Source: an optimization exercise on an open RTL-to-GDS flow (aim: small area and a short achievable clock period). Production flows keep margins and buffers that such runs may drop.
Only simulation tests tie the RTL to the original design; equivalence was not proved.
Power and IR drop assume default switching activity.

File: flow/flow/run.sh
#!/bin/bash
# Layout flow: the standard flow, with port buffers of a fixed cell type and with
# resizing free to change a cell's footprint.
export BUFFER_PORTS_ARGS="-buffer_cell sky130_fd_sc_hd__buf_4"
bash standard.sh MATCH_CELL_FOOTPRINT=0 finish > standard.log 2>&1
File: flow/constraint.sdc
create_clock -name core_clock -period 5.0 [get_ports {clk_i}]
set_input_delay 1.0000 -clock core_clock [delete_from_list [all_inputs] [get_ports {clk_i}]]
set_output_delay 1.0000 -clock core_clock [all_outputs]
set_load 0.01 [all_outputs]
File: flow/design.v
package ram_arb_pkg;
    function automatic int calc_id_width(input int num_req);
        calc_id_width = (num_req > 1) ? $clog2(num_req) : 1;
    endfunction
endpackage
module ram_s1p1c #(
    parameter  int WORD_WIDTH = 8,
    parameter  int NROW       = 16,
    parameter  int NCOL       = 16
) (
    input  logic                              clk_i,
    input  logic [NROW-1:0]                   row_rd_i,
    input  logic [1:0][NCOL-1:0]              col_i,
    input  logic [NROW-1:0]                   wrow_n_i,
    input  logic [NCOL-1:0]                   wcol_n_i,
    input  logic [WORD_WIDTH-1:0]             wdata_i,
    output logic [WORD_WIDTH-1:0][NROW/4-1:0] rgrp_o
);
    logic [WORD_WIDTH-1:0] mem_q [NROW][NCOL];
    logic [NCOL-1:0]       wen [NROW];
    for (genvar r = 0; r < NROW; r++) begin : g_wen_row
        for (genvar c = 0; c < NCOL; c++) begin : g_wen_col
            ram_nor2 u_nor (.a_i (wrow_n_i[r]), .b_i (wcol_n_i[c]), .y_o (wen[r][c]));
        end
    end
    always_ff @(posedge clk_i) begin
        for (int r = 0; r < NROW; r++) begin
            for (int c = 0; c < NCOL; c++) begin
                if (wen[r][c]) begin
                    mem_q[r][c] <= wdata_i;
                end
            end
        end
    end
    logic [NROW-1:0] row_n [WORD_WIDTH];
    for (genvar b = 0; b < WORD_WIDTH; b++) begin : g_bit
        for (genvar r = 0; r < NROW; r++) begin : g_row
            logic [NCOL/8-1:0] s;
            for (genvar k = 0; k < NCOL/8; k++) begin : g_ao
                logic [7:0] d;
                for (genvar j = 0; j < 8; j++) begin : g_d
                    assign d[j] = mem_q[r][8*k+j][b];
                end
                ram_ao8 u_ao (.sel_i (col_i[2*b/WORD_WIDTH][8*k +: 8]), .d_i (d), .y_o (s[k]));
            end
            ram_oai21 u_oai (
                .a1_i (s[0]), .a2_i (s[1]), .b_i (row_rd_i[r]), .y_o (row_n[b][r])
            );
        end
        for (genvar k = 0; k < NROW/4; k++) begin : g_rnand
            ram_nand4 u_nand (
                .a_i (row_n[b][4*k]), .b_i (row_n[b][4*k+1]),
                .c_i (row_n[b][4*k+2]), .d_i (row_n[b][4*k+3]),
                .y_o (rgrp_o[b][k])
            );
        end
    end
endmodule
module ram_ao8 (
    input  logic [7:0] sel_i,
    input  logic [7:0] d_i,
    output logic       y_o
);
    assign y_o = |(sel_i & d_i);
endmodule
module ram_ao4 (
    input  logic [3:0] sel_i,
    input  logic [3:0] d_i,
    output logic       y_o
);
    assign y_o = |(sel_i & d_i);
endmodule
module ram_nor2 (
    input  logic a_i, b_i,
    output logic y_o
);
    assign y_o = !(a_i | b_i);
endmodule
module ram_nand2 (
    input  logic a_i, b_i,
    output logic y_o
);
    assign y_o = !(a_i & b_i);
endmodule
module ram_a21o (
    input  logic a1_i, a2_i, b_i,
    output logic y_o
);
    assign y_o = (a1_i & a2_i) | b_i;
endmodule
module ram_a31o (
    input  logic a1_i, a2_i, a3_i, b_i,
    output logic y_o
);
    assign y_o = (a1_i & a2_i & a3_i) | b_i;
endmodule
module ram_nand4 (
    input  logic a_i, b_i, c_i, d_i,
    output logic y_o
);
    assign y_o = !(a_i & b_i & c_i & d_i);
endmodule
module ram_oai21 (
    input  logic a1_i, a2_i, b_i,
    output logic y_o
);
    assign y_o = !((a1_i | a2_i) & b_i);
endmodule
module ram_s1p1c_arb #(
    parameter  int NUM_REQ    = 4,
    parameter  int WORD_WIDTH = 8,
    parameter  int WORD_COUNT = 256,
    localparam int ADDR_WIDTH = $clog2(WORD_COUNT),
    localparam int ID_WIDTH   = ram_arb_pkg::calc_id_width(NUM_REQ)
) (
    input  logic                                 clk_i,
    input  logic                                 rstn_i,
    input  logic [NUM_REQ-1:0]                   req_valid_i,
    output logic [NUM_REQ-1:0]                   req_ready_o,
    input  logic [NUM_REQ-1:0]                   req_we_i,
    input  logic [NUM_REQ-1:0]                   req_lock_i,
    input  logic [NUM_REQ-1:0][ADDR_WIDTH-1:0]   req_addr_i,
    input  logic [NUM_REQ-1:0][WORD_WIDTH-1:0]   req_data_i,
    output logic [NUM_REQ-1:0]                   rsp_valid_o,
    output logic [ID_WIDTH-1:0]                  rsp_id_o,
    output logic [WORD_WIDTH-1:0]                rsp_data_o
);
    localparam int CB   = ADDR_WIDTH / 2;
    localparam int RB   = ADDR_WIDTH - CB;
    localparam int NCOL = 1 << CB;
    localparam int NROW = 1 << RB;
    logic [NUM_REQ-1:0][NUM_REQ-1:0] blk_q, blk_d;
    logic [NUM_REQ-1:0]    ptr_q;
    logic [NUM_REQ-1:0]    gnt, gnt_rd;
    logic [NUM_REQ-1:0]    ptr_d, own_d;
    logic                  lock_d;
    logic [NUM_REQ-1:0]                   rd_q;
    logic [ID_WIDTH-1:0]                  rd_id_q, rd_id_d;
    logic [WORD_WIDTH-1:0][NROW/4-1:0]    rgrp_q;
    logic [ID_WIDTH-1:0]                  id_hold_q, id_hold_d, id_hm_q;
    logic [WORD_WIDTH-1:0]                data_hold_q, data_hold_d, data_hm_q;
    logic                                 rd_vld_d;
    logic [NUM_REQ-1:0][3:0] lo_row, hi_row, lo_col, hi_col;
    logic [NUM_REQ-1:0][NROW-1:0] dec_row;
    logic [NUM_REQ-1:0]      q_rd, gnt_we;
    logic [NROW-1:0]       row_rd, row_we;
    logic [1:0][NCOL-1:0]  col;           
    logic [WORD_WIDTH-1:0] wdata;
    logic [WORD_WIDTH-1:0][NROW/4-1:0] ram_rgrp;
    logic [WORD_WIDTH-1:0] rdata;
    logic [WORD_WIDTH-1:0] data_oth;
    logic [NROW-1:0]       pw_row_n_q;
    logic [NCOL-1:0]       pw_col_n_q;
    logic [WORD_WIDTH-1:0] pw_data_q;
    logic                  hit;
    logic [WORD_WIDTH-1:0] hd_q;
    logic                  nh_q;
    logic [WORD_WIDTH-1:0] rtree;
    logic [ID_WIDTH-1:0]   id_oth;
    logic [2:0][NUM_REQ-1:0][1:0] ub;
    for (genvar g = 0; g < 3; g++) begin : g_ub
        for (genvar i = 0; i < NUM_REQ; i++) begin : g_req
            for (genvar k = 0; k < 2; k++) begin : g_half
                ram_aoi22 u_aoi (
                    .a1_i (blk_q[i][2*k]),   .a2_i (req_valid_i[2*k]),
                    .b1_i (blk_q[i][2*k+1]), .b2_i (req_valid_i[2*k+1]),
                    .y_o  (ub[g][i][k])
                );
            end
        end
    end
    ram_grant #(.N (NUM_REQ)) u_gnt_out (
        .rstn_i (rstn_i), .blk_i (blk_q), .valid_i (req_valid_i), .gnt_o (req_ready_o)
    );
    ram_grant #(.N (NUM_REQ)) u_gnt (
        .rstn_i (rstn_i), .blk_i (blk_q), .valid_i (req_valid_i), .gnt_o (gnt)
    );
    assign gnt_rd = gnt & ~req_we_i;
    always_comb begin
        for (int i = 0; i < NUM_REQ; i++) begin
            q_rd[i] = rstn_i & req_valid_i[i] & !req_we_i[i];
            for (int k = 0; k < 4; k++) begin
                lo_row[i][k] = q_rd[i] & (req_addr_i[i][5:4] == 2'(k));
                hi_row[i][k] = (req_addr_i[i][7:6] == 2'(k));
                lo_col[i][k] = req_valid_i[i] & (req_addr_i[i][1:0] == 2'(k));
                hi_col[i][k] = (req_addr_i[i][3:2] == 2'(k));
            end
            for (int r = 0; r < NROW; r++) begin
                dec_row[i][r] = (req_addr_i[i][ADDR_WIDTH-1:CB] == RB'(r));
            end
        end
        gnt_we = gnt & req_we_i;
    end
    for (genvar r = 0; r < NROW; r++) begin : g_row_sel
        logic [NUM_REQ-1:0] dwe, t_n;
        for (genvar i = 0; i < NUM_REQ; i++) begin : g_req
            assign dwe[i] = dec_row[i][r];
            ram_nand4 u_t (.a_i (lo_row[i][r%4]), .b_i (hi_row[i][r/4]),
                           .c_i (ub[0][i][0]), .d_i (ub[0][i][1]), .y_o (t_n[i]));
        end
        ram_nand4 u_rd (.a_i (t_n[0]), .b_i (t_n[1]), .c_i (t_n[2]), .d_i (t_n[3]),
                        .y_o (row_rd[r]));
        ram_ao4 u_we (.sel_i (gnt_we), .d_i (dwe), .y_o (row_we[r]));
    end
    for (genvar c = 0; c < NCOL; c++) begin : g_col_sel
        for (genvar h = 0; h < 2; h++) begin : g_half
            logic [NUM_REQ-1:0] t_n;
            for (genvar i = 0; i < NUM_REQ; i++) begin : g_req
                ram_nand4 u_t (.a_i (lo_col[i][c%4]), .b_i (hi_col[i][c/4]),
                               .c_i (ub[1+h][i][0]), .d_i (ub[1+h][i][1]), .y_o (t_n[i]));
            end
            ram_nand4 u_col (.a_i (t_n[0]), .b_i (t_n[1]), .c_i (t_n[2]), .d_i (t_n[3]),
                             .y_o (col[h][c]));
        end
    end
    for (genvar b = 0; b < WORD_WIDTH; b++) begin : g_dat_sel
        logic [NUM_REQ-1:0] dd;
        for (genvar i = 0; i < NUM_REQ; i++) begin : g_req
            assign dd[i] = req_data_i[i][b];
        end
        ram_ao4 u_dat (.sel_i (gnt), .d_i (dd), .y_o (wdata[b]));
    end
    always_comb begin
        own_d  = gnt & req_lock_i;
        lock_d = |own_d;
        for (int i = 0; i < NUM_REQ; i++) begin
            ptr_d[i] = (|gnt) ? gnt[(i + NUM_REQ - 1) % NUM_REQ] : ptr_q[i];
        end
        for (int i = 0; i < NUM_REQ; i++) begin
            for (int j = 0; j < NUM_REQ; j++) begin
                logic is_before;
                is_before = 1'b0;
                for (int p = 0; p < NUM_REQ; p++) begin
                    if (((j - p + NUM_REQ) % NUM_REQ) < ((i - p + NUM_REQ) % NUM_REQ)) begin
                        is_before = is_before | ptr_d[p];
                    end
                end
                blk_d[i][j] = lock_d ? ((i == j) && !own_d[i]) : is_before;
            end
        end
    end
    always_ff @(posedge clk_i) begin
        if (!rstn_i) begin
            ptr_q <= NUM_REQ'(1);
            for (int i = 0; i < NUM_REQ; i++) begin
                for (int j = 0; j < NUM_REQ; j++) begin
                    blk_q[i][j] <= (j < i);
                end
            end
        end else begin
            ptr_q <= ptr_d;
            blk_q <= blk_d;
        end
    end
    ram_s1p1c #(
        .WORD_WIDTH (WORD_WIDTH),
        .NROW       (NROW),
        .NCOL       (NCOL)
    ) u_ram (
        .clk_i    (clk_i),
        .row_rd_i (row_rd),
        .col_i    (col),
        .wrow_n_i (pw_row_n_q),
        .wcol_n_i (pw_col_n_q),
        .wdata_i  (pw_data_q),
        .rgrp_o   (ram_rgrp)
    );
    assign hit = (|(row_rd & ~pw_row_n_q)) & (|(col[0] & ~pw_col_n_q));
    always_ff @(posedge clk_i) begin
        pw_row_n_q <= ~row_we;
        pw_col_n_q <= ~col[0];
        pw_data_q  <= wdata;
        hd_q       <= pw_data_q & {WORD_WIDTH{hit}};
        nh_q       <= !hit;
    end
    always_comb begin
        rd_id_d = '0;
        for (int i = 0; i < NUM_REQ; i++) begin
            if (gnt_rd[i]) rd_id_d = rd_id_d | ID_WIDTH'(i);
        end
        rd_vld_d = |gnt_rd;
        data_hold_d = {WORD_WIDTH{rstn_i}} & (rdata | data_hm_q);
        id_hold_d   = {ID_WIDTH{rstn_i}} & (rd_id_q | id_hm_q);
        data_oth = rstn_i ? (hd_q | data_hm_q) : data_hold_q;
        id_oth   = rstn_i ? id_hm_q : id_hold_q;
    end
    for (genvar b = 0; b < WORD_WIDTH; b++) begin : g_rsp_data
        logic n01, n23;
        ram_nor2  u_n01 (.a_i (rgrp_q[b][0]), .b_i (rgrp_q[b][1]), .y_o (n01));
        ram_nor2  u_n23 (.a_i (rgrp_q[b][2]), .b_i (rgrp_q[b][3]), .y_o (n23));
        ram_nand2 u_or  (.a_i (n01), .b_i (n23), .y_o (rtree[b]));
        logic x01_n, x23_n, oth_n;
        assign oth_n = !data_oth[b];
        ram_o211ai u_x01 (.a1_i (rgrp_q[b][0]), .a2_i (rgrp_q[b][1]), .b_i (rstn_i),
                          .c_i (nh_q), .y_o (x01_n));
        ram_o211ai u_x23 (.a1_i (rgrp_q[b][2]), .a2_i (rgrp_q[b][3]), .b_i (rstn_i),
                          .c_i (nh_q), .y_o (x23_n));
        ram_nand3  u_out (.a_i (x01_n), .b_i (x23_n), .c_i (oth_n), .y_o (rsp_data_o[b]));
        assign rdata[b] = (rtree[b] & nh_q) | hd_q[b];
    end
    for (genvar k = 0; k < ID_WIDTH; k++) begin : g_rsp_id
        ram_a21o  u_out (.a1_i (rstn_i), .a2_i (rd_id_q[k]), .b_i (id_oth[k]),
                         .y_o (rsp_id_o[k]));
    end
    always_ff @(posedge clk_i) begin
        rd_q        <= gnt_rd;
        rd_id_q     <= rd_id_d;
        rgrp_q      <= ram_rgrp;
        data_hold_q <= data_hold_d;
        id_hold_q   <= id_hold_d;
        data_hm_q   <= data_hold_d & {WORD_WIDTH{!rd_vld_d}};
        id_hm_q     <= id_hold_d & {ID_WIDTH{!rd_vld_d}};
    end
    assign rsp_valid_o = rd_q & {NUM_REQ{rstn_i}};
endmodule
module ram_unblk #(
    parameter int N = 4
) (
    input  logic [N-1:0] blk_i,
    input  logic [N-1:0] valid_i,
    output logic         y_o
);
    assign y_o = !(|(blk_i & valid_i));
endmodule
module ram_grant #(
    parameter int N = 4
) (
    input  logic                  rstn_i,
    input  logic [N-1:0][N-1:0]   blk_i,
    input  logic [N-1:0]          valid_i,
    output logic [N-1:0]          gnt_o
);
    for (genvar i = 0; i < N; i++) begin : g_req
        logic y01, y23;
        ram_aoi22 u_a01 (.a1_i (blk_i[i][0]), .a2_i (valid_i[0]),
                         .b1_i (blk_i[i][1]), .b2_i (valid_i[1]), .y_o (y01));
        ram_aoi22 u_a23 (.a1_i (blk_i[i][2]), .a2_i (valid_i[2]),
                         .b1_i (blk_i[i][3]), .b2_i (valid_i[3]), .y_o (y23));
        ram_and4  u_and (.a_i (rstn_i), .b_i (valid_i[i]), .c_i (y01), .d_i (y23),
                         .y_o (gnt_o[i]));
    end
endmodule
module ram_aoi22 (
    input  logic a1_i, a2_i, b1_i, b2_i,
    output logic y_o
);
    assign y_o = !((a1_i & a2_i) | (b1_i & b2_i));
endmodule
module ram_nand3 (
    input  logic a_i, b_i, c_i,
    output logic y_o
);
    assign y_o = !(a_i & b_i & c_i);
endmodule
module ram_o211ai (
    input  logic a1_i, a2_i, b_i, c_i,
    output logic y_o
);
    assign y_o = !((a1_i | a2_i) & b_i & c_i);
endmodule
module ram_and4 (
    input  logic a_i, b_i, c_i, d_i,
    output logic y_o
);
    assign y_o = a_i & b_i & c_i & d_i;
endmodule
File: flow/standard.sh
#!/bin/bash
# synth_recipe.tcl (not shown) runs the flow's synth.tcl, then flattens the netlist and writes it again
# the make line also repeats each setting of config.mk as NAME=value (left out here)
make -C /OpenROAD-flow-scripts/flow DESIGN_CONFIG=/design/flow/config.mk WORK_HOME=/design/flow/orfs CLKGATE_MAP_FILE= SYNTH_SCRIPT=/design/flow/synth_recipe.tcl "${@:-finish}"
File: flow/config.mk
export PLATFORM = sky130hd
export DESIGN_NAME = ram_s1p1c_arb
export DESIGN_NICKNAME = ram_s1p1c_arb
export VERILOG_FILES = /design/flow/design.v
export SDC_FILE = /design/flow/constraint.sdc
export NUM_CORES = 4
export LEC_CHECK = 0
export CAP_MARGIN = 20
export CORE_MARGIN = 2
export CORE_UTILIZATION = 60
export CTS_CLUSTER_DIAMETER = 100
export CTS_CLUSTER_SIZE = 26
export PLACE_DENSITY = 0.7
export SETUP_SLACK_MARGIN = 2.25
export SLEW_MARGIN = 20
export SYNTH_HIERARCHICAL = 1
==> results of run 1 <==
## metal layers
metal,share of wire [%],up-vias
met4,3.6,12
met3,13,420
met5,0.030,-
li1,-,20442
met2,45,3702
met1,39,25415
## per-module statistics from Yosys (local to each module, per instance), excerpt
| module | cells inside | copies in the design | flip-flops and latches |
|---|---|---|---|
| ram_nand4 | 1 | 272 | 0 |
| ram_ao8 | 5 | 256 | 0 |
| ram_oai21 | 1 | 128 | 0 |
| ram_o211ai | 1 | 16 | 0 |
| ram_nand3 | 1 | 8 | 0 |
| ram_aoi22 | 1 | 40 | 0 |
| ram_nand2 | 1 | 8 | 0 |
| ram_ao4 | 3 | 24 | 0 |
| ram_s1p1c_arb | 497 | 1 | 127 |
| ram_and4 | 1 | 8 | 0 |
| ram_nor2 | 1 | 272 | 0 |
| ram_a21o | 1 | 2 | 0 |
## worst max path at each step
| stage | endpoint | cells past startpoint | slack [ns] | startpoint |
|---|---|---|---|---|
| 2_1_floorplan | hd_q[0] | 7 | 1.08 | req_valid_i[2] |
| 3_3_place_gp | rgrp_q[0] | 10 | 0.74 | req_valid_i[2] |
| 3_5_place_dp | rgrp_q[0] | 10 | 0.74 | req_valid_i[2] |
| 4_1_cts | rsp_id_o[0] | 5 | 2.15 | rstn_i |
| 5_1_grt | rsp_id_o[0] | 5 | 2.13 | rstn_i |
| 6_report | rsp_id_o[0] | 5 | 2.14 | rstn_i |
## final cells by class
cell class                      count  share of cell area, %
Multi-Input combinational cell   2410                   18.1
Sequential cell                  2175                   72.8
Timing Repair Buffer              265                   3.05
Clock buffer                      168                   3.04
Clock inverter                     12                  0.190
Tap cell                         1755                   2.49
Antenna cell                        5                 0.0142
Inverter                           54                  0.230
## placed cells by master, fill, tap and decap left out, types with 9 or more instances in the layout
master	count
edfxtp_1	2048
a22oi_1	1075
nand4_1	529
nor2_1	348
buf_4	192
o21ai_1	120
clkbuf_16	101
dfxtp_1	83
clkbuf_1	72
nand2_1	58
inv_1	52
a22oi_2	43
nand2b_1	41
buf_12	30
nor3_1	29
dfxtp_2	29
buf_6	25
a21oi_1	17
o211ai_2	16
dfxtp_4	15
o21ai_2	13
and2_1	12
nor2b_1	12
nor2_2	9
nor3b_1	9
## through the flow
stage          instance area, um2  hold slack (ns)  worst slack (ns)
2_1_floorplan               80000            0.449              1.08
3_3_place_gp                84000            0.459             0.739
3_5_place_dp                84000            0.475             0.736
4_1_cts                     87700            0.390              2.15
5_1_grt                     88000            0.424              2.13
6_report                    88000            0.424              2.14
## critical path: cells and delay by family
family	cells	cell delay [ns]
mux	1	0.29
buf+inv	3	0.40
compound gates	1	0.16
## power groups by stage
stage          logic [W]  clock network, W  registers (W)
3_5_place_dp     0.00248                 0         0.0213
4_1_cts          0.00257           0.00924         0.0209
6_report         0.00268           0.00919         0.0209
2_1_floorplan    0.00100                 0         0.0214
3_3_place_gp     0.00243                 0         0.0213
5_1_grt          0.00280           0.00985         0.0209
## state kept, by name (all words and copies together) (netlist names)
register,cells
u_ram.mem_q,2048
data_hm_q,8
hd_q,8
ptr_q,4
data_hold_q,8
pw_data_q,8
rd_q,4
id_hold_q,2
rd_id_q,2
nh_q,1
pw_col_n_q,16
pw_row_n_q,16
id_hm_q,2
blk_q,16
rgrp_q,32
## logic make-up (layout without fill, tap and decap cells)
logic type | count (synthesis) | count (layout) | share of synthesized area (%)
DFF | 2175 | 2175 | 80.1
AOI/OAI and AO/OA | 1301 | 1306 | 12.1
and+or+nand+nor | 1102 | 1102 | 7.38
buffers and inverters | 71 | 499 | 0.355
muxes | 2 | 2 | 0.0282
other | 0 | 5 | 0
## repair_timing
| action | 4_1_cts | 5_1_grt |
|---|---|---|
| gates resized for setup | 129 | 37 |
| cloned | 6 | 5 |
| pin swaps | 29 | 19 |
| setup endpoints to repair | 71 | 54 |
| setup buffers | 38 | 18 |
==> impl_metrics.tcl, run 1 <==
set metrics [dict create \
    status "timing/DRC/antenna clean" \
    worst_pin_slew_ns 1.22 \
    gr-usage-met3_pct 7.36 \
    worstRegToRegCells 9 \
    maxSlewHeadroom_pct 18.5 \
    place_inst 6591 \
    r2r-start "blk_q[6]" \
    required_ns 4.00 \
    seq_power_share_pct 63.7 \
    design_power_total_w 0.0327 \
    fin_util_pct 66.8 \
    synthCells 4651 \
    grt_pass1_wl_um 334000 \
    critPathArrivalTime_ns 1.86 \
    vias_per_cell 7.30 \
    worstPathCellList "buf_16, buf_16, mux2_4, a21o_1, buf_6" \
    clock-sinks 2175 \
    root_buffer "clkbuf_16" \
    dr.pass1.iters 7 \
    die_x_um 369 \
    timing.rr.end "rgrp_q[14]" \
    routed_wl_um 236000 \
    synth_most_common_cell "edfxtp_1" \
    min_from "req_lock_i[2]" \
    crit_path_max_incr_delay_ns 0.29 \
    met1_usage_pct 51.3 \
    track_usage_pct 34.3 \
    p_per_area_mw_per_mm2 372 \
    hold_depth 2 \
    start_kind "input pin" \
    rrSetupSlack_ns 2.24 \
    layout.nets 5079 \
    maxCapViolCount 0 \
    ctsHoldBuffers 0 \
    vias 49991 \
    overflow 0 \
    setup_viol 0 \
    max_freq_mhz 350 \
    p_leak_nw 26.7 \
    yosys-top-cells-count "2048 x edfxtp_1, 1072 x a22oi_1, 529 x nand4_1, 357 x nor2_1, 129 x o21ai_1" \
    syn-cell-area_mm2 0.0799 \
    drc 0 \
    avgSynthCellArea_um2 17.2 \
    clkPwrFrac_pct 28.1 \
    drtIter0Drc 9027 \
    busiest_layer "met1" \
    antenna_found_initial 15 \
    yosysTopAreaCellShare_pct 76.9 \
    hold_viol_final 0 \
    synth-async-reset-ratio_pct 0 \
    setup_tns_ns 0 \
    area_growth_pct 10.1 \
    yosysSeqAreaShare_pct 80.1 \
    crit_top_cell "buf_16" \
    layout.cells.non_filler 6844 \
    final-seq-area_mm2 0.0641 \
    switching_share_pct 23.9 \
    rows 133 \
    period_share_pct 57.2 \
    htree_levels 3 \
    yosysWarnings 13 \
    min_period_ns 2.86 \
    die_h_um 369 \
    rsz0062_at_grt "yes" \
    clkSlewWorstSetupHoldPaths_ns 0.08 \
    numCtsBuffers 95 \
    min_to "blk_q[10]" \
    grt_max_degree 210 \
    insertion_delay_ns 0.78 \
    worst-path-max-fanout 6 \
    clockBufferDepth 3 \
    synth_seq_cells 2175 \
    core-area_mm2 0.132 \
    min_path_type "input pin to flip-flop" \
    p_comb_share_pct 8.2 \
    ant_nets 0 \
    slew_violations 0 \
    intPower_w 0.0249 \
    cts_tree "yes" \
    ioPinCount 96 \
    yosysTopAreaCell "edfxtp_1" \
    fillers 8980 \
    irDropWorstVdd_v 0.000281 \
    multi_input_area_mm2 0.0160 \
    critPathKind "input pin to output port" \
    port_buffers 95 \
    crit_path_top_delay_cell "mux2_4" \
    ys_types 42 \
    skew_ns 0.0394 \
    synthTopCellsByArea "edfxtp_1 77%, a22oi_1 10%, nand4_1 4.1%" \
    switchingPower_w 0.00782 \
    dp_hpwl_um 143000 \
    cp-end-kind "output port" \
    first_global_vias 46559 \
    drive_gt1_share_pct 10.7 \
    use_met2_pct 50.8 \
    die_area_mm2 0.136 \
    synth_nets 4729 \
    post_drt_wl_per_cell_um 34.5 \
    start_util_pct 60.6 \
    synth_edf_count 2048 \
    synthFlopType "edfxtp_1" \
    place_congestion 0.996 \
]
==> run 2, diff against run 1 <==
--- a/flow/config.mk
+++ b/flow/config.mk
@@ -7,10 +7,10 @@
 export LEC_CHECK = 0
 export CAP_MARGIN = 20
 export CORE_MARGIN = 2
-export CORE_UTILIZATION = 60
+export CORE_UTILIZATION = 76
 export CTS_CLUSTER_DIAMETER = 100
 export CTS_CLUSTER_SIZE = 26
-export PLACE_DENSITY = 0.7
+export PLACE_DENSITY = 0.85
 export SETUP_SLACK_MARGIN = 2.25
 export SLEW_MARGIN = 20
 export SYNTH_HIERARCHICAL = 1
==> impl_metrics.tcl, run 2 <==
set metrics [dict create \
    status "timing/DRC/antenna clean" \
    rsz0062_at_grt "yes" \
    maxSlewHeadroom_pct 24.3 \
    antenna_found_initial 19 \
    worstPathCellList "a22oi_1, nand4_1, nand4_1, buf_4, buf_6, a22oi_1, nand4_1, o21ai_1, nand4_1" \
    yosys.area_share.adder_pct 0 \
    p_per_area_mw_per_mm2 373 \
    avgSynthCellArea_um2 17.2 \
    grt_max_degree 258 \
    vias 53955 \
    yosys-top-cells-count "2048 x edfxtp_1, 1072 x a22oi_1, 529 x nand4_1, 357 x nor2_1, 129 x o21ai_1" \
    clock-sinks 2175 \
    area_growth_pct 10.3 \
    final_cell_mix "2048 x edfxtp_1, 1067 x a22oi_1, 529 x nand4_1" \
    drive_gt1_share_pct 11.4 \
    layout.cells.non_filler 6500 \
    crit_buf_inv 2 \
    insertion_delay_ns 0.77 \
    synth_xor_area_share_pct 0 \
    die_h_um 328 \
    routed_wl_um 258000 \
    min_period_ns 2.96 \
    dp_hpwl_um 145000 \
    largestRegisters "u_ram.mem_q x2048, rgrp_q x32" \
    synthFlopType "edfxtp_1" \
    synthTopCellsByArea "edfxtp_1 77%, a22oi_1 10%, nand4_1 4.1%" \
    ys_types 42 \
    crit_top_cell "nand4_1" \
    root_buffer "clkbuf_16" \
    muxShareOfSynthArea_pct 0.0282 \
    synth_seq_cells 2175 \
    cts_tree "yes" \
    synthSimpleGateAreaFrac_pct 7.38 \
    max_freq_mhz 338 \
    synthCells 4651 \
    vias_per_cell 8.30 \
    maxCapViolCount 0 \
    critPathKind "flip-flop to flip-flop" \
    crit_path_top_delay_cell "a22oi_1" \
    layout.nets 5108 \
    synth-compound-area-share_pct 12.1 \
    synth-async-reset-ratio_pct 0 \
    critical-path-top-delay-family "compound AO/OA/AOI/OAI gates" \
    fillers 4393 \
    synth_nets 4729 \
    clkSlewWorstSetupHoldPaths_ns 0.10 \
    p_leak_nw 26.9 \
    start_util_pct 76.9 \
    synth_top_family_by_area "compound AO/OA/AOI/OAI gates" \
    hold_viol_final 0 \
    setup_viol 0 \
    synth_most_common_cell "edfxtp_1" \
    yosysTopAreaCell "edfxtp_1" \
    ant_nets 0 \
    setup_tns_ns 0 \
    yosysSeqAreaShare_pct 80.1 \
    syn-cell-area_mm2 0.0799 \
    cp-end-kind "flip-flop" \
    synth_edf_count 2048 \
    ioPinCount 96 \
    worst-path-max-fanout 16 \
    core-area_mm2 0.104 \
    htree_levels 3 \
    start_kind "flip-flop" \
    crit_path_max_incr_delay_ns 0.57 \
    place_inst 6217 \
    critPathArrivalTime_ns 3.65 \
    largest_reg_flops 2048 \
    dr.pass1.iters 9 \
    grt_pass1_wl_um 349000 \
    rrSetupSlack_ns 2.04 \
    post_drt_wl_per_cell_um 39.6 \
    slew_violations 0 \
    min_path_type "input pin to flip-flop" \
    drc 0 \
    worst_pin_slew_ns 1.13 \
    first_global_vias 50514 \
    track_usage_pct 45.9 \
    period_share_pct 59.2 \
    port_buffers 95 \
    drtIter0Drc 12345 \
    required_ns 5.69 \
    yosysTopAreaCellShare_pct 76.9 \
    die_area_mm2 0.108 \
    top_register "u_ram.mem_q" \
    overflow 0 \
    numCtsBuffers 94 \
    mostFrequentLayoutCell "edfxtp_1" \
    irDropWorstVdd_v 0.000459 \
    place_congestion 0.988 \
    yosysWarnings 13 \
    clockBufferDepth 3 \
    rows 118 \
    skew_ns 0.0382 \
    die_x_um 328 \
]
-- run 2: cell counts after synthesis --
Identical to the previous run, type by type.
-- run 2: path summary, 6_finish.rpt --
check / from / to / cells after the start
setup reg to reg: blk_q[8] / rgrp_q[17] / 9
hold reg to reg: id_hm_q[1] / id_hold_q[1] / 2
hold / removal: req_lock_i[0] / blk_q[0] / 2
setup / recovery: blk_q[8] / rgrp_q[17] / 9
-- run 2: through the flow --
step / power (W) / instance area (um2) / hold WS (ns) / utilization (%) / worst slack, ns
2_1_floorplan: 0.0224 / 80000 / 0.449 / - / 1.08
3_3_place_gp: 0.0236 / 83500 / 0.458 / 80.4 / 0.396
3_5_place_dp: 0.0237 / 83600 / 0.475 / 80.4 / 0.817
4_1_cts: 0.0323 / 87200 / 0.430 / 83.9 / 2.16
5_1_grt: 0.0333 / 88100 / 0.430 / 84.8 / 2.11
6_report: 0.0329 / 88200 / 0.436 / 84.8 / 2.04
-- run 2: where the power goes --
part | switching (W) | internal (W)
logic | 0.00226 | 0.000758
clock network | 0.00539 | 0.00364
registers | 0.000316 | 0.0205
-- run 2: layout make-up --
cell class / instances / area [um2] / share of cell area, %
Sequential cell: 2175 / 64100 / 72.7
Multi-Input combinational cell: 2410 / 16200 / 18.3
Timing Repair Buffer: 295 / 3160 / 3.59
Clock buffer: 164 / 2620 / 2.97
Tap cell: 1380 / 1730 / 1.96
Inverter: 54 / 203 / 0.230
Clock inverter: 10 / 139 / 0.158
Antenna cell: 12 / 30.0 / 0.0341
-- run 2: routing by layer --
metal	track usage (%)	vias to the layer above	share of wire [%]
met5	0	-	0.082
met4	26.0	24	7.3
met3	15.8	1224	19
met2	66.9	6426	43
met1	61.8	25769	30
li1	-	20512	-
-- run 2: kinds of logic after synthesis --
family | Yosys count
buf+inv | 71
simple gates | 1102
compound gates | 1301
flops | 2175
mux | 2
-- run 2: Yosys stat by module (local to each module, per instance), a selection --
| module | flops+latches | area (um2) | copies in the design | cells inside |
|---|---|---|---|---|
| ram_nand4 | 0 | 6.26 | 272 | 1 |
| ram_s1p1c_arb | 127 | 4470 | 1 | 497 |
| ram_nor2 | 0 | 3.75 | 272 | 1 |
| ram_and4 | 0 | 8.76 | 8 | 1 |
| ram_nand3 | 0 | 5.00 | 8 | 1 |
| ram_a21o | 0 | 7.51 | 2 | 1 |
-- run 2: what timing repair did --
action | CTS | global route
cloned | 6 | 15
resized for setup | 104 | 100
hold buffers | 0 | 0
buffers inserted | 42 | 31
endpoints found under the setup margin | 55 | 53
pin swaps | 34 | 36
==> run 3, diff against run 2 <==
--- a/flow/config.mk
+++ b/flow/config.mk
@@ -7,7 +7,7 @@
 export LEC_CHECK = 0
 export CAP_MARGIN = 20
 export CORE_MARGIN = 2
-export CORE_UTILIZATION = 76
+export CORE_UTILIZATION = 68
 export CTS_CLUSTER_DIAMETER = 100
 export CTS_CLUSTER_SIZE = 26
 export PLACE_DENSITY = 0.85
==> impl_metrics.tcl, run 3 <==
set metrics [dict create \
    place_congestion 1.03 \
    dr.pass1.iters 9 \
    crit_path_top_delay_cell "nor2_1" \
    cp-end-kind "flip-flop" \
    irDropWorstVdd_v 0.000297 \
    cts_tree "yes" \
    p_leak_nw 26.7 \
    met3WireLength_um 41500 \
    timing.rr.end "nh_q" \
    grt_max_degree 218 \
    yosysTopAreaCellShare_pct 76.9 \
    slew_violations 0 \
    maxSlewHeadroom_pct 14.3 \
    synthFlopType "edfxtp_1" \
    ant_nets 0 \
    synth_most_common_cell "edfxtp_1" \
    final_area_mm2 0.0876 \
    worstRegToRegCells 9 \
    ioPinCount 96 \
    dpl_cell_area_mm2 0.0836 \
    min_from "req_lock_i[2]" \
    dr_wl_met2_um 108000 \
    worst_pin_slew_ns 1.29 \
    layout.nets 5098 \
    design_power_total_w 0.0327 \
    root_buffer "clkbuf_16" \
    synth-async-reset-ratio_pct 0 \
    required_ns 5.63 \
    area_growth_pct 9.54 \
    critPathKind "input pin to flip-flop" \
    top_register "u_ram.mem_q" \
    drc 0 \
    m1WireLength_um 76900 \
    numCtsBuffers 94 \
    largest_reg_flops 2048 \
    clockBufferDepth 3 \
    final_cell_mix "2048 x edfxtp_1, 1074 x a22oi_1, 529 x nand4_1" \
    synthTopCellsByArea "edfxtp_1 77%, a22oi_1 10%, nand4_1 4.1%" \
    clock-sinks 2175 \
    place_inst 6354 \
    avgSynthCellArea_um2 17.2 \
    htree_levels 3 \
    overflow 0 \
    drtIter0Drc 11893 \
    holdWs_ns 0.437 \
    r2r-start "blk_q[0]" \
    port_buffers 95 \
    ys_types 42 \
    clkSlewWorstSetupHoldPaths_ns 0.10 \
    yosysWarnings 13 \
    vias_per_cell 7.95 \
    synth_seq_cells 2175 \
    ctsHoldBuffers 0 \
    layout.cells.non_filler 6629 \
    die_area_mm2 0.120 \
    min_period_ns 2.88 \
    critPathArrivalTime_ns 3.51 \
    switching_share_pct 23.7 \
    routed_wl_um 242000 \
    maxCapViolCount 0 \
    antenna_found_initial 13 \
    syn-cell-area_mm2 0.0799 \
    drive_gt1_share_pct 10.4 \
    highest_layer "met5" \
    core-area_mm2 0.116 \
    dp_hpwl_um 139000 \
    p_per_area_mw_per_mm2 373 \
    crit_buf_inv 2 \
    status "timing/DRC/antenna clean" \
    setup_viol 0 \
    track_usage_pct 39.0 \
    first_global_vias 49765 \
    max_freq_mhz 347 \
    start_util_pct 68.7 \
    rrSetupSlack_ns 2.22 \
    vias 52716 \
    worst-path-max-fanout 50 \
    die_h_um 347 \
    crit_path_max_incr_delay_ns 0.58 \
    seq_power_share_pct 63.7 \
    p_comb_share_pct 8.7 \
    crit_top_cell "nand4_1" \
    grt_pass1_wl_um 338000 \
    synth_edf_count 2048 \
    switchingPower_w 0.00775 \
    setup_tns_ns 0 \
    crit_end "nh_q" \
    hold_viol_final 0 \
    largestRegisters "u_ram.mem_q x2048, rgrp_q x32" \
    critical-path-top-delay-family "simple AND/OR/NAND/NOR gates" \
    mostFrequentLayoutCell "edfxtp_1" \
    clkPwrFrac_pct 27.6 \
    insertion_delay_ns 0.75 \
    skew_ns 0.0462 \
    yosysTopAreaCell "edfxtp_1" \
    rows 125 \
    worstPathCellList "buf_4, nor2_1, nand4_1, nand4_1, buf_6, nand2b_1, o2111ai_2, nor4_2, or2_1" \
    intPower_w 0.0249 \
    min_path_type "input pin to flip-flop" \
    yosysSeqAreaShare_pct 80.1 \
    fillers 6275 \
    post_drt_wl_per_cell_um 36.5 \
    cp_num_cells 9 \
    crit_start "req_addr_i[27]" \
    synth_nets 4729 \
    yosys-top-cells-count "2048 x edfxtp_1, 1072 x a22oi_1, 529 x nand4_1, 357 x nor2_1, 129 x o21ai_1" \
    period_share_pct 57.7 \
    rsz0062_at_grt "yes" \
    start_kind "input pin" \
    die_x_um 347 \
    synthCells 4651 \
]
==> run 3: worst min path at each step <==
| stage | to | cells after the start |
|---|---|---|
| after floorplan | id_hold_q[0] | 2 |
| after global placement | id_hold_q[1] | 2 |
| after detailed placement | id_hold_q[1] | 2 |
| after CTS | blk_q[5] | 2 |
| after global routing | blk_q[10] | 2 |
| final | blk_q[10] | 2 |
==> run 3: modules after synthesis (local to each module, per instance), a selection <==
| module | cells | copies in the design | flip-flops and latches |
|---|---|---|---|
| ram_ao4 | 3 | 24 | 0 |
| ram_oai21 | 1 | 128 | 0 |
| ram_ao8 | 5 | 256 | 0 |
| ram_nand3 | 1 | 8 | 0 |
| ram_nand4 | 1 | 272 | 0 |
| ram_nor2 | 1 | 272 | 0 |
| ram_aoi22 | 1 | 40 | 0 |
| ram_and4 | 1 | 8 | 0 |
| ram_nand2 | 1 | 8 | 0 |
| ram_a21o | 1 | 2 | 0 |
| ram_o211ai | 1 | 16 | 0 |
| ram_s1p1c_arb | 497 | 1 | 127 |
==> run 3: final cells by class <==
type	count	area [um2]	share of cell area, %
diodes	13	32.5	0.0372
clock buffers	161	2660	3.03
clock inverters	7	100	0.114
inverters	54	203	0.231
multi-input cells	2410	15800	18.1
flip-flops and latches	2175	64100	73.2
well taps	1524	1910	2.18
repair buffers	285	2740	3.13
==> run 3: power by group through the flow <==
| stage | Combinational, W | Clock [W] | Sequential (W) |
|---|---|---|---|
| 3_3_place_gp | 0.00241 | 0 | 0.0212 |
| 4_1_cts | 0.00260 | 0.00894 | 0.0208 |
| 6_report | 0.00285 | 0.00901 | 0.0208 |
| 2_1_floorplan | 0.00100 | 0 | 0.0214 |
| 3_5_place_dp | 0.00251 | 0 | 0.0212 |
| 5_1_grt | 0.00292 | 0.00951 | 0.0208 |
==> run 3: timing repair <==
item	4_1_cts	5_1_grt
setup endpoints to repair	74	52
pin swaps	28	19
gates cloned	2	10
resized for setup	62	37
setup buffers	48	33
==> run 3: through the flow <==
stage / utilization [%] / setup slack, ns
finish: 75.2 / 2.12
global route: 75.2 / 2.11
CTS: 74.8 / 2.12
detailed placement: 71.9 / 0.982
global placement: 71.9 / 1.06
floorplan: - / 1.08
==> run 3: routing by layer <==
metal | global-route usage [%] | vias up
met5 | 0 | -
met2 | 58.5 | 5747
li1 | - | 20500
met4 | 20.7 | 4
met1 | 52.7 | 25469
met3 | 11.3 | 996
==> run 3: cells by family (layout without fill, tap and decap cells) <==
group / after synthesis / in the layout / share of synthesized area (%)
compound gates: 1301 / 1305 / 12.1
buf+inv: 71 / 507 / 0.355
flops: 2175 / 2175 / 80.1
mux: 2 / 2 / 0.0282
other cells: 0 / 13 / 0
simple gates: 1102 / 1103 / 7.38
==> run 4, diff against run 3 <==
--- a/flow/config.mk
+++ b/flow/config.mk
@@ -7,7 +7,7 @@
 export LEC_CHECK = 0
 export CAP_MARGIN = 20
 export CORE_MARGIN = 2
-export CORE_UTILIZATION = 68
+export CORE_UTILIZATION = 60
 export CTS_CLUSTER_DIAMETER = 100
 export CTS_CLUSTER_SIZE = 26
 export PLACE_DENSITY = 0.85
==> impl_metrics.tcl, run 4 <==
set metrics [dict create \
    grt_max_degree 177 \
    synth_seq_cells 2175 \
    period_share_pct 57.4 \
    root_buffer "clkbuf_16" \
    drc 0 \
    final_cell_mix "2048 x edfxtp_1, 1070 x a22oi_1, 529 x nand4_1" \
    die_x_um 369 \
    top_register "u_ram.mem_q" \
    ys_types 42 \
    crit_buf_inv 3 \
    first_global_vias 48987 \
    crit_end "rsp_id_o[1]" \
    antenna_found_initial 19 \
    drtIter0Drc 11384 \
    synth_xor_area_share_pct 0 \
    rows 133 \
    crit_top_cell "buf_16" \
    hold_viol_final 0 \
    p_leak_nw 26.8 \
    clkSlewWorstSetupHoldPaths_ns 0.09 \
    largestRegisters "u_ram.mem_q x2048, rgrp_q x32" \
    cts_tree "yes" \
    yosysTopAreaCellShare_pct 76.9 \
    crit_start "rstn_i" \
    overflow 0 \
    final_area_mm2 0.0883 \
    synth-async-reset-ratio_pct 0 \
    synthCells 4651 \
    cp-end-kind "output port" \
    r2r-start "blk_q[15]" \
    rrSetupSlack_ns 2.21 \
    vias 52093 \
    mostFrequentLayoutCell "edfxtp_1" \
    yosys-top-cells-count "2048 x edfxtp_1, 1072 x a22oi_1, 529 x nand4_1, 357 x nor2_1, 129 x o21ai_1" \
    synth_nets 4729 \
    synth-compound-area-share_pct 12.1 \
    design_power_total_w 0.0327 \
    start_kind "input pin" \
    routed_wl_um 240000 \
    ant_nets 0 \
    p_per_area_mw_per_mm2 370 \
    ioPinCount 96 \
    largest_reg_flops 2048 \
    synthSimpleGateAreaFrac_pct 7.38 \
    drive_gt1_share_pct 11.1 \
    yosysWarnings 13 \
    critical-path-top-delay-family "buffers and inverters" \
    holdWs_ns 0.441 \
    cp_num_cells 5 \
    slew_violations 0 \
    insertion_delay_ns 0.76 \
    die_area_mm2 0.136 \
    min_period_ns 2.87 \
    htree_levels 3 \
    maxSlewHeadroom_pct 13.4 \
    worst-path-max-fanout 6 \
    vias_per_cell 7.58 \
    start_util_pct 60.6 \
    status "timing/DRC/antenna clean" \
    die_h_um 369 \
    clockBufferDepth 3 \
    post_drt_wl_per_cell_um 34.9 \
    maxCapViolCount 0 \
    timing.rr.end "rgrp_q[0]" \
    synth_edf_count 2048 \
    layout.nets 5113 \
    yosysTopAreaCell "edfxtp_1" \
    port_buffers 95 \
    irDropWorstVdd_v 0.000298 \
    synthTopCellsByArea "edfxtp_1 77%, a22oi_1 10%, nand4_1 4.1%" \
    synth_top_family_by_area "compound AO/OA/AOI/OAI gates" \
    critPathArrivalTime_ns 1.87 \
    dr.pass1.iters 9 \
    grt_pass1_wl_um 338000 \
    clock-sinks 2175 \
    max_freq_mhz 348 \
    critPathKind "input pin to output port" \
    numCtsBuffers 95 \
    setup_viol 0 \
    required_ns 4.00 \
    area_growth_pct 10.4 \
    worstPathCellList "buf_16, buf_16, mux2_4, a21o_1, buf_6" \
    worst_pin_slew_ns 1.30 \
    synthFlopType "edfxtp_1" \
    syn-cell-area_mm2 0.0799 \
    crit_path_max_incr_delay_ns 0.29 \
    yosys.area_share.adder_pct 0 \
    dp_hpwl_um 143000 \
    skew_ns 0.0421 \
    muxShareOfSynthArea_pct 0.0282 \
    avgSynthCellArea_um2 17.2 \
    worstRegToRegCells 10 \
    dpl_cell_area_mm2 0.0839 \
    rsz0062_at_grt "yes" \
    yosysSeqAreaShare_pct 80.1 \
    min_path_type "input pin to flip-flop" \
    setup_tns_ns 0 \
    core-area_mm2 0.132 \
    synth_most_common_cell "edfxtp_1" \
    place_congestion 1.04 \
    track_usage_pct 34.4 \
    crit_path_top_delay_cell "mux2_4" \
]
-- run 4: cells by family (layout without fill, tap and decap cells) --
group	count (synthesis)	after routing
compound gates	1301	1307
buf+inv	71	516
flops	2175	2175
mux	2	2
other cells	0	11
simple gates	1102	1103
-- run 4: through the flow --
stage / instances / utilization (%) / setup WS [ns]
floorplan: 4651 / - / 1.08
global placement: 6582 / 63.6 / 0.525
detailed placement: 6584 / 63.7 / 0.978
CTS: 6809 / 66.4 / 2.13
global route: 6862 / 67.0 / 2.11
finish: 6869 / 67.0 / 2.13
-- run 4: layout make-up --
class / count / area, um2
Multi-Input combinational cell: 2412 / 16000
Timing Repair Buffer: 297 / 2970
Tap cell: 1755 / 2200
Inverter: 54 / 203
Fill cell: 8078 / 43500
Clock buffer: 154 / 2600
Antenna cell: 11 / 27.5
Clock inverter: 11 / 150
Sequential cell: 2175 / 64100
-- run 4: Yosys stat by module (local to each module, per instance), excerpt --
module | flops+latches | cells | cell area [um2] | times used
ram_nand4 | 0 | 1 | 6.26 | 272
ram_ao8 | 0 | 5 | 36.3 | 256
ram_nor2 | 0 | 1 | 3.75 | 272
ram_oai21 | 0 | 1 | 5.00 | 128
ram_s1p1c_arb | 127 | 497 | 4470 | 1
ram_ao4 | 0 | 3 | 18.8 | 24
ram_o211ai | 0 | 1 | 12.5 | 16
ram_aoi22 | 0 | 1 | 12.5 | 40
-- run 4: timing repair --
action	CTS	global route
setup endpoints to repair	71	46
hold buffers	0	0
hold endpoints to repair	0	0
pin swaps	39	36
resized for setup	118	76
gates cloned	10	3
buffers inserted	50	45
-- run 4: how the worst min path moves through the flow --
stage	end	cells after the start	start
global placement	id_hold_q[0]	2	id_hm_q[0]
floorplan	id_hold_q[0]	2	id_hm_q[0]
global route	blk_q[10]	2	req_lock_i[2]
CTS	blk_q[0]	2	req_lock_i[0]
finish	blk_q[5]	2	req_lock_i[1]
detailed placement	id_hold_q[1]	2	id_hm_q[1]
-- run 4: layer usage --
| metal | track usage (%) | part of all wire [%] | vias up |
|---|---|---|---|
| li1 | - | - | 20522 |
| met1 | 45.9 | 32 | 25253 |
| met2 | 51.0 | 44 | 5381 |
| met3 | 11.2 | 17 | 923 |
| met4 | 17.6 | 6.3 | 14 |
| met5 | 0 | 0.037 | - |
-- run 4: power breakdown --
part / total [W] / switching [W] / internal (W)
logic: 0.00283 / 0.00207 / 0.000756
clock network: 0.00897 / 0.00528 / 0.00369
registers: 0.0209 / 0.000392 / 0.0205
total: 0.0327 / 0.00774 / 0.0249
==> run 5, diff against run 4 <==
--- a/flow/config.mk
+++ b/flow/config.mk
@@ -11,6 +11,6 @@
 export CTS_CLUSTER_DIAMETER = 100
 export CTS_CLUSTER_SIZE = 26
 export PLACE_DENSITY = 0.85
-export SETUP_SLACK_MARGIN = 2.25
+export SETUP_SLACK_MARGIN = 2.3
 export SLEW_MARGIN = 20
 export SYNTH_HIERARCHICAL = 1
==> impl_metrics.tcl, run 5 <==
set metrics [dict create \
    ant_nets 0 \
    setup_ws_ns 2.12 \
    maxSlewHeadroom_pct 16.2 \
    numCtsBuffers 95 \
    vias 52456 \
    drc 0 \
    status "timing/DRC/antenna clean" \
    yosysTopAreaCell "edfxtp_1" \
    p_leak_nw 27.0 \
    setup_viol 0 \
    start_kind "input pin" \
    place_congestion 1.04 \
    r2r-start "blk_q[8]" \
    irDropWorstVdd_v 0.000299 \
    timing.rr.end "rgrp_q[26]" \
    clkSlewWorstSetupHoldPaths_ns 0.09 \
    synthFlopType "edfxtp_1" \
    synth-async-reset-ratio_pct 0 \
    grt_max_degree 177 \
    min_period_ns 2.88 \
    period_share_pct 57.6 \
    synthTopCellsByArea "edfxtp_1 77%, a22oi_1 10%, nand4_1 4.1%" \
    ys_types 42 \
    final_cell_mix "2048 x edfxtp_1, 1072 x a22oi_1, 529 x nand4_1" \
    yosys.area_share.adder_pct 0 \
    overflow 0 \
    rrSetupSlack_ns 2.23 \
    synthSimpleGateAreaFrac_pct 7.38 \
    muxShareOfSynthArea_pct 0.0282 \
    cp-end-kind "output port" \
    dpl_cell_area_mm2 0.0839 \
    synth_seq_cells 2175 \
    port_buffers 95 \
    largest_reg_flops 2048 \
    drtIter0Drc 11618 \
    avgSynthCellArea_um2 17.2 \
    setup_tns_ns 0 \
    worstRegToRegCells 10 \
    largestRegisters "u_ram.mem_q x2048, rgrp_q x32" \
    rows 133 \
    synth_nets 4729 \
    hold_depth 2 \
    synth_top_family_by_area "compound AO/OA/AOI/OAI gates" \
    dpl_worst_slack_ns 0.978 \
    die_h_um 369 \
    maxCapViolCount 0 \
    clockBufferDepth 3 \
    rsz0062_at_grt "yes" \
    post_drt_wl_per_cell_um 35.4 \
    synth_xor_area_share_pct 0 \
    drive_gt1_share_pct 11.8 \
    synth_most_common_cell "edfxtp_1" \
    layout.cells.non_filler 6894 \
    yosysSeqAreaShare_pct 80.1 \
    worst_pin_slew_ns 1.26 \
    core-area_mm2 0.132 \
    min_from "req_lock_i[0]" \
    layout.nets 5139 \
    critPathKind "input pin to output port" \
    start_util_pct 60.6 \
    hold_viol_final 0 \
    htree_levels 3 \
    routed_wl_um 244000 \
    synthCells 4651 \
    vias_per_cell 7.61 \
    min_to "blk_q[0]" \
    first_global_vias 49046 \
    die_area_mm2 0.136 \
    track_usage_pct 34.6 \
    synth_edf_count 2048 \
    place_inst 6584 \
    top_register "u_ram.mem_q" \
    p_per_area_mw_per_mm2 369 \
    required_ns 4.00 \
    worst-path-max-fanout 6 \
    synth-compound-area-share_pct 12.1 \
    dp_hpwl_um 143000 \
    min_path_type "input pin to flip-flop" \
    final_area_mm2 0.0887 \
    critPathArrivalTime_ns 1.88 \
    dr.pass1.iters 9 \
    skew_ns 0.0434 \
    slew_violations 0 \
    clock-sinks 2175 \
    yosysTopAreaCellShare_pct 76.9 \
    root_buffer "clkbuf_16" \
    antenna_found_initial 21 \
    grt_pass1_wl_um 340000 \
    syn-cell-area_mm2 0.0799 \
    yosys-top-cells-count "2048 x edfxtp_1, 1072 x a22oi_1, 529 x nand4_1, 357 x nor2_1, 129 x o21ai_1" \
    ioPinCount 96 \
    max_freq_mhz 347 \
    mostFrequentLayoutCell "edfxtp_1" \
    die_x_um 369 \
    insertion_delay_ns 0.77 \
    yosysWarnings 13 \
    cts_tree "yes" \
    area_growth_pct 11.0 \
]
[run 5: layout make-up]
type	count	area [um2]
Tap cell	1755	2200
Antenna cell	10	25.0
Clock buffer	154	2600
Inverter	54	203
Sequential cell	2175	64100
Multi-Input combinational cell	2412	16100
Clock inverter	11	150
Fill cell	7998	43100
Timing Repair Buffer	323	3340
[run 5: modules after synthesis, one instance, submodules excluded, excerpt]
module         cell area, um2  flops+latches  cells  times used
ram_aoi22                12.5              0      1          40
ram_and4                 8.76              0      1           8
ram_nand4                6.26              0      1         272
ram_nor2                 3.75              0      1         272
ram_a21o                 7.51              0      1           2
ram_oai21                5.00              0      1         128
ram_ao4                  18.8              0      3          24
ram_s1p1c_arb            4470            127    497           1
ram_nand3                5.00              0      1           8
ram_nand2                3.75              0      1           8
[run 5: worst max-delay path: stages]
cell and delay, ns:
buf_16 0.13, buf_16 0.15, buf_4 0.12, nand2_1 0.04, o21ai_0 0.07, nand3_1 0.18, buf_6 0.19
[run 5: cell families after synthesis]
family	after synthesis
AND/OR/NAND/NOR	1102
multiplexers	2
flip-flops	2175
buffers and inverters	71
AO/OA/AOI/OAI	1301
[run 5: power by group]
part	leakage [nW]	total [W]	internal [W]	switching, W
Clock	1.30	0.00898	0.00369	0.00529
Sequential	19.8	0.0209	0.0205	0.000391
Combinational	5.85	0.00290	0.000787	0.00211
[run 5: repair_timing]
action / CTS / global route
endpoints found under the setup margin: 75 / 52
buffers inserted: 64 / 50
resized for setup: 148 / 82
hold buffers: 0 / 0
hold endpoints to repair: 0 / 0
cloned: 12 / 8
pin swaps: 45 / 42
[run 5: worst max-delay path by stage]
stage / to / slack (ns) / start
3_5_place_dp: rgrp_q[18] / 0.98 / req_valid_i[2]
5_1_grt: rsp_id_o[0] / 2.12 / rstn_i
3_3_place_gp: rgrp_q[24] / 0.52 / req_valid_i[2]
6_report: rsp_data_o[2] / 2.12 / rstn_i
2_1_floorplan: hd_q[0] / 1.08 / req_valid_i[2]
4_1_cts: rsp_id_o[0] / 2.13 / rstn_i
[run 5: per-stage QoR]
stage	util (%)	total power (W)	hold WS (ns)
2_1_floorplan	-	0.0224	0.449
3_3_place_gp	63.6	0.0236	0.464
3_5_place_dp	63.7	0.0237	0.488
4_1_cts	66.6	0.0324	0.395
5_1_grt	67.3	0.0333	0.426
6_report	67.3	0.0328	0.423
[run 5: per-layer routing]
layer | wire length (um) | part of all wire (%) | GRT usage [%] | up-vias
li1 | - | - | - | 20587
met1 | 78900 | 32 | 46.5 | 25395
met2 | 107000 | 44 | 51.2 | 5532
met3 | 42900 | 18 | 11.2 | 932
met4 | 15700 | 6.4 | 17.5 | 10
met5 | 66 | 0.027 | 0 | -
==> run 6, diff against run 5 <==
==> flow/flow/run.sh (replaced) <==
#!/bin/bash
# Layout flow: the standard flow, with port buffers of a fixed cell type, resizing free
# to change a cell's footprint, and clock tree synthesis without dummy loads.
export BUFFER_PORTS_ARGS="-buffer_cell sky130_fd_sc_hd__buf_4"
bash standard.sh MATCH_CELL_FOOTPRINT=0 \
  "CTS_ARGS=-sink_clustering_enable -repair_clock_nets -sink_clustering_size 26 -sink_clustering_max_diameter 100 -dont_use_dummy_load" \
  finish > standard.log 2>&1
--- a/flow/config.mk
+++ b/flow/config.mk
@@ -11,6 +11,6 @@
 export CTS_CLUSTER_DIAMETER = 100
 export CTS_CLUSTER_SIZE = 26
 export PLACE_DENSITY = 0.85
-export SETUP_SLACK_MARGIN = 2.3
+export SETUP_SLACK_MARGIN = 2.25
 export SLEW_MARGIN = 20
 export SYNTH_HIERARCHICAL = 1
==> impl_metrics.tcl, run 6 <==
set metrics [dict create \
    status "timing/DRC/antenna clean" \
    largest_reg_flops 2048 \
    place_inst 6584 \
    dp_hpwl_um 143000 \
    numCtsBuffers 95 \
    maxSlewHeadroom_pct 18.7 \
    routed_wl_um 243000 \
    die_x_um 369 \
    synth_most_common_cell "edfxtp_1" \
    synth_nets 4729 \
    yosys-top-cells-count "2048 x edfxtp_1, 1072 x a22oi_1, 529 x nand4_1, 357 x nor2_1, 129 x o21ai_1" \
    slew_violations 0 \
    die_h_um 369 \
    final_area_mm2 0.0881 \
    final_cell_mix "2048 x edfxtp_1, 1066 x a22oi_1, 529 x nand4_1" \
    vias_per_cell 7.64 \
    fillers 8113 \
    irDropWorstVdd_v 0.000282 \
    grt_max_degree 177 \
    critPathKind "input pin to output port" \
    synth_xor_area_share_pct 0 \
    drc 0 \
    ctsHoldBuffers 0 \
    layout.cells.non_filler 6798 \
    required_ns 4.00 \
    track_usage_pct 34.5 \
    start_util_pct 60.6 \
    overflow 0 \
    largestRegisters "u_ram.mem_q x2048, rgrp_q x32" \
    p_leak_nw 26.7 \
    clock-sinks 2175 \
    insertion_delay_ns 0.78 \
    ys_types 42 \
    maxCapViolCount 0 \
    vias 51933 \
    port_buffers 95 \
    dpl_cell_area_mm2 0.0839 \
    syn-cell-area_mm2 0.0799 \
    synthCells 4651 \
    synth_edf_count 2048 \
    mostFrequentLayoutCell "edfxtp_1" \
    crit_path_max_incr_delay_ns 0.30 \
    area_growth_pct 10.2 \
    top_register "u_ram.mem_q" \
    crit_path_top_delay_cell "mux2_4" \
    worst-path-max-fanout 6 \
    setup_tns_ns 0 \
    htree_levels 3 \
    yosysTopAreaCellShare_pct 76.9 \
    synth-async-reset-ratio_pct 0 \
    setup_viol 0 \
    clkSlewWorstSetupHoldPaths_ns 0.09 \
    drtIter0Drc 11620 \
    yosys.area_share.adder_pct 0 \
    synth_top_family_by_area "compound AO/OA/AOI/OAI gates" \
    rsz0062_at_grt "yes" \
    worst_pin_slew_ns 1.22 \
    yosysSeqAreaShare_pct 80.1 \
    design_power_total_w 0.0322 \
    period_share_pct 57.5 \
    cts_tree "yes" \
    ant_nets 0 \
    clockBufferDepth 3 \
    rows 133 \
    critPathArrivalTime_ns 1.87 \
    min_period_ns 2.87 \
    synthFlopType "edfxtp_1" \
    skew_ns 0.0786 \
    holdWs_ns 0.443 \
    core-area_mm2 0.132 \
    worstPathCellList "buf_16, buf_16, mux2_4, a21o_1, buf_6" \
    yosysWarnings 13 \
    muxShareOfSynthArea_pct 0.0282 \
    min_path_type "input pin to flip-flop" \
    die_area_mm2 0.136 \
    first_global_vias 48887 \
    grt_pass1_wl_um 339000 \
    antenna_found_initial 20 \
    synthSimpleGateAreaFrac_pct 7.38 \
    root_buffer "clkbuf_16" \
    crit_top_cell "buf_16" \
    synth_seq_cells 2175 \
    p_per_area_mw_per_mm2 366 \
    hold_viol_final 0 \
    yosysTopAreaCell "edfxtp_1" \
    max_freq_mhz 348 \
    dr.pass1.iters 7 \
    layout.nets 5115 \
    ioPinCount 96 \
    avgSynthCellArea_um2 17.2 \
    synth-compound-area-share_pct 12.1 \
    place_congestion 1.04 \
    cp-end-kind "output port" \
    synthTopCellsByArea "edfxtp_1 77%, a22oi_1 10%, nand4_1 4.1%" \
    post_drt_wl_per_cell_um 35.7 \
    drive_gt1_share_pct 11.3 \
    start_kind "input pin" \
]
## run 6: cell counts after synthesis
No cell type changed its count.
## run 6: critical path: cells and delay by family
| family | cells | cell delay (ns) |
|---|---|---|
| muxes | 1 | 0.30 |
| AOI/OAI and AO/OA | 1 | 0.16 |
| buffers and inverters | 3 | 0.40 |
## run 6: cell type report
cell class,instances,area (um2),share of cell area (%)
well taps,1755,2200,2.49
clock buffers,95,2380,2.70
repair buffers,302,3240,3.67
multi-input cells,2409,16000,18.1
inverters,54,203,0.230
flip-flops and latches,2175,64100,72.8
diodes,8,20.0,0.0227
## run 6: per-stage QoR
step	util [%]	worst slack, ns
floorplan	-	1.08
global placement	63.6	0.525
CTS	66.3	2.14
finish	66.9	2.13
global route	66.9	2.08
detailed placement	63.7	0.978
## run 6: final timing paths
check | from | to | slack, ns | depth (start not counted)
min | req_lock_i[0] | blk_q[0] | 0.44 | 2
max | rstn_i | rsp_id_o[0] | 2.13 | 5
min reg2reg | id_hm_q[0] | id_hold_q[0] | 0.51 | 2
max reg2reg | blk_q[15] | rgrp_q[0] | 2.20 | 11
## run 6: repair_timing
| item | CTS | global route |
|---|---|---|
| pin swaps | 47 | 22 |
| gates resized for setup | 135 | 84 |
| buffers inserted | 70 | 23 |
| gates cloned | 9 | 7 |
| setup endpoints to repair | 75 | 47 |
## run 6: per-layer routing
layer | vias to the layer above | GRT usage (%) | routed length [um] | part of all wire [%]
li1 | 20456 | - | - | -
met5 | - | 0.178 | 96 | 0.040
met1 | 25128 | 46.4 | 79100 | 33
met4 | 14 | 17.7 | 15300 | 6.3
met2 | 5418 | 51.2 | 107000 | 44
met3 | 917 | 10.9 | 41700 | 17
## run 6: kinds of logic (layout without fill, tap and decap cells)
kind of cell / Yosys count / after routing
DFF: 2175 / 2175
and+or+nand+nor: 1102 / 1102
other: 0 / 8
buffers and inverters: 71 / 451
AOI/OAI and AO/OA: 1301 / 1305
muxes: 2 / 2
## run 6: modules after synthesis, one instance, submodules excluded, a selection
module / flip-flops and latches / area [um2] / cells
ram_a21o: 0 / 7.51 / 1
ram_and4: 0 / 8.76 / 1
ram_ao4: 0 / 18.8 / 3
ram_ao8: 0 / 36.3 / 5
ram_aoi22: 0 / 12.5 / 1
ram_nand2: 0 / 3.75 / 1
ram_nand3: 0 / 5.00 / 1
ram_nand4: 0 / 6.26 / 1
ram_nor2: 0 / 3.75 / 1
ram_o211ai: 0 / 12.5 / 1
ram_oai21: 0 / 5.00 / 1
ram_s1p1c_arb: 127 / 4470 / 497
## run 6: power by group
group / internal (W) / switching [W] / leakage (nW)
Clock: 0.00340 / 0.00509 / 1.17
Sequential: 0.0205 / 0.000370 / 19.8
Combinational: 0.000772 / 0.00211 / 5.76

[what the ideal ports hide]
In the flow no input, the clock included, has a driving cell. The finished layouts below were timed again as built, in two steps.
Step 1: set_driving_cell puts a clkbuf_16 on clk_i and a buf_2 on each other input, an assumption about the parent block.
Step 2 adds t to the input delays and takes it off the output delays; t is the mean of the earliest and latest rising clock arrival at the registers after step 1. Input paths then give back, and output paths get back, about the clock's delay inside the block.
Slacks: ideal ports / drivers / drivers and shift; pairs: ideal ports / drivers.
| run | t (ns) | setup slack, ns | worst setup path after step 2 |
|---|---|---|---|
| run 1 | 0.839 | 2.142 / 2.061 / 1.291 | input to register |
| run 2 | 0.823 | 2.040 / 1.924 / 1.250 | input to register |
| run 3 | 0.796 | 2.115 / 2.064 / 1.350 | input to register |
| run 4 | 0.825 | 2.131 / 2.044 / 1.381 | input to register |
| run 5 | 0.829 | 2.122 / 2.021 / 1.414 | input to register |
| run 6 | 0.819 | 2.126 / 2.038 / 1.383 | input to register |
After both steps setup and hold are still met in every run listed. For run 1, which loses most, drivers alone change the setup slack by -0.081 ns; drivers and shift together by -0.851 ns.
